What follows belongs to an exercise in optimizing a design on an open flow for small area, a short achievable clock period and few clock cycles per item; a production flow would make more cautious choices.
Function was checked by simulation only, so behaviour that the tests miss may differ from the original.

==> run a <==
// assembly_source_tokenizer_top
module assembly_source_tokenizer_top (
  input  logic               clk_i,
  input  logic               rst_ni,
  input  logic               in_valid_i,
  output logic               in_ready_o,
  input  logic [8:0]         in_data_i,    
  output logic               out_valid_o,
  input  logic               out_ready_i,
  output logic [71:0]        out_data_o    
);
  logic       hv, cons;
  logic [8:0] item;
  ast_in_buf u_buf (
    .clk_i      (clk_i),
    .rst_ni     (rst_ni),
    .in_valid_i (in_valid_i),
    .in_ready_o (in_ready_o),
    .in_data_i  (in_data_i),
    .hv_o       (hv),
    .item_o     (item),
    .cons_i     (cons)
  );
  ast_lexer u_lexer (
    .clk_i       (clk_i),
    .rst_ni      (rst_ni),
    .hv_i        (hv),
    .item_i      (item),
    .cons_o      (cons),
    .out_valid_o (out_valid_o),
    .out_ready_i (out_ready_i),
    .out_data_o  (out_data_o)
  );
endmodule
export LEC_CHECK = 0
export CAP_MARGIN = 20
export CORE_MARGIN = 2
export CORE_UTILIZATION = 25
export PLACE_DENSITY = 0.5
export SLEW_MARGIN = 20
create_clock -name core_clock -period 8.0 [get_ports {clk_i}]
standard.sh (not shown) runs the stock make flow with config.mk's settings and CLKGATE_MAP_FILE= SYNTH_SCRIPT=/design/flow/synth_recipe.tcl, a recipe that flattens the netlist after the stock synthesis.
==> flow/flow/run.sh <==
#!/bin/bash
set -euo pipefail
W=$(pwd)
make -C "$FLOW_HOME" DESIGN_CONFIG="$FLOW_CONFIG" WORK_HOME="$W/orfs" CLKGATE_MAP_FILE= \
  SYNTH_SCRIPT="$W/synth_recipe.tcl" CAP_MARGIN=20 CORE_MARGIN=2 CORE_UTILIZATION=25 \
  PLACE_DENSITY=0.5 SLEW_MARGIN=20 SETUP_SLACK_MARGIN=${MARGIN:-5.6} finish > "$W/make.log" 2>&1
: # left out here: write the final layout as DEF
==> run b (differences from run a) <==
==> flow/run.sh (new file) <==
#!/bin/bash
# synth_recipe.tcl (not shown) runs the flow's synth.tcl, then flattens the netlist and writes it again
# the make line also repeats each setting of config.mk as NAME=value (left out here)
make -C /OpenROAD-flow-scripts/flow DESIGN_CONFIG=/design/flow/config.mk WORK_HOME=/design/flow/orfs CLKGATE_MAP_FILE= SYNTH_SCRIPT=/design/flow/synth_recipe.tcl finish
--- a/flow/config.mk
+++ b/flow/config.mk
@@ -11,2 +11,3 @@
 export PLACE_DENSITY = 0.5
+export SETUP_SLACK_MARGIN = 5
 export SLEW_MARGIN = 20
removed: flow/flow/run.sh
removed: flow/standard.sh
==> run c (differences from run a) <==
==> flow/run.sh (new file) <==
#!/bin/bash
# synth_recipe.tcl (not shown) runs the flow's synth.tcl, then flattens the netlist and writes it again
# the make line also repeats each setting of config.mk as NAME=value (left out here)
make -C /OpenROAD-flow-scripts/flow DESIGN_CONFIG=/design/flow/config.mk WORK_HOME=/design/flow/orfs CLKGATE_MAP_FILE= SYNTH_SCRIPT=/design/flow/synth_recipe.tcl finish
--- a/flow/config.mk
+++ b/flow/config.mk
@@ -9,4 +9,5 @@
 export CORE_MARGIN = 2
-export CORE_UTILIZATION = 25
-export PLACE_DENSITY = 0.5
+export CORE_UTILIZATION = 50
+export PLACE_DENSITY = 0.7
+export SETUP_SLACK_MARGIN = 5
 export SLEW_MARGIN = 20
removed: flow/flow/run.sh
removed: flow/standard.sh
==> run notes <==
metric                                                                        run b              run c              run a
Rel. slew slack                                                               48.9%              43.2%              30.2%
Outcome                                                    timing/DRC/antenna clean  timing/DRC/antenna clean  timing/DRC/antenna clean
Area of combinational cells with multiple inputs                           4200 µm²           4200 µm²           4820 µm²
Met3 capacity usage during global routing                                     2.77%              5.16%              2.75%
Final weighted congestion of routability-driven global placement              0.881              0.975              0.879
Global-route wire length before repair                                     38900 µm           35000 µm           41700 µm
Final Instance Count excl. Fillers                                             1410               1208               1477
Met1 Usage GRT                                                                20.4%              37.0%              22.1%
Area grow syn2layout                                                          34.4%              32.0%              47.5%
Worst setup path startpoint                                       u_lexer.node_q[2]  u_lexer.node_q[2]  u_lexer.node_q[4]
Startpoint of the worst-slack reg-to-reg timing path                  u_buf.d0_q[5]      u_buf.d0_q[1]      u_buf.d0_q[1]
Worst slack, placed                                                         3.49 ns            3.51 ns            3.46 ns
Cell depth of the worst flop-to-flop path                                         8                 10                  7
Via-to-Cell Ratio                                                              5.24               6.30               5.24
Clock-pin slew on the worst setup and hold paths                            0.06 ns            0.06 ns            0.07 ns
Dpl hpwl                                                                   15100 µm           13400 µm           15200 µm
Tcrit/Tclk final                                                              39.2%              38.9%              38.7%
Detailed-route wire length per cell                                         17.8 µm            18.9 µm            18.4 µm
Critical Path End                                                    out_data_o[68]     out_data_o[67]     out_data_o[68]
Testbench counts of run a, summed over its fixed seeds: cycles 45,176, bytes 43,768.
Testbench counts of run b, summed over its fixed seeds: cycles 45,176, bytes 43,768.
Testbench counts of run c, summed over its fixed seeds: cycles 45,176, bytes 43,768.

static timing again, ports no longer ideal:
The results above use ideal ports. As a check the final layouts listed here were re-extracted and re-timed, cells and wires unchanged.
Step 1 sets driving cells, clkbuf_16 on the clock port and buf_2 on the other inputs (assumed; they add their load-dependent delay and slew).
Step 2, shift: input delay + t, output delay - t, t = (earliest + latest rising clock arrival at the registers) / 2. This alone moves slack from input paths to output paths.
a / b / c = ideal / step 1 / step 2; a / b = the first two.
run | t (ns) | setup WS [ns] | clock arrival spread, ns
run a | 0.470 | 4.906 / 4.858 / 4.454 | 0.011 / 0.011
run b | 0.465 | 4.865 / 4.820 / 4.562 | 0.012 / 0.013
run c | 0.463 | 4.886 / 4.844 / 4.503 | 0.015 / 0.015
After both steps setup and hold are still met in every run listed. The setup slack of run a, which loses most, moves by -0.048 ns with the drivers and by -0.452 ns with both steps.
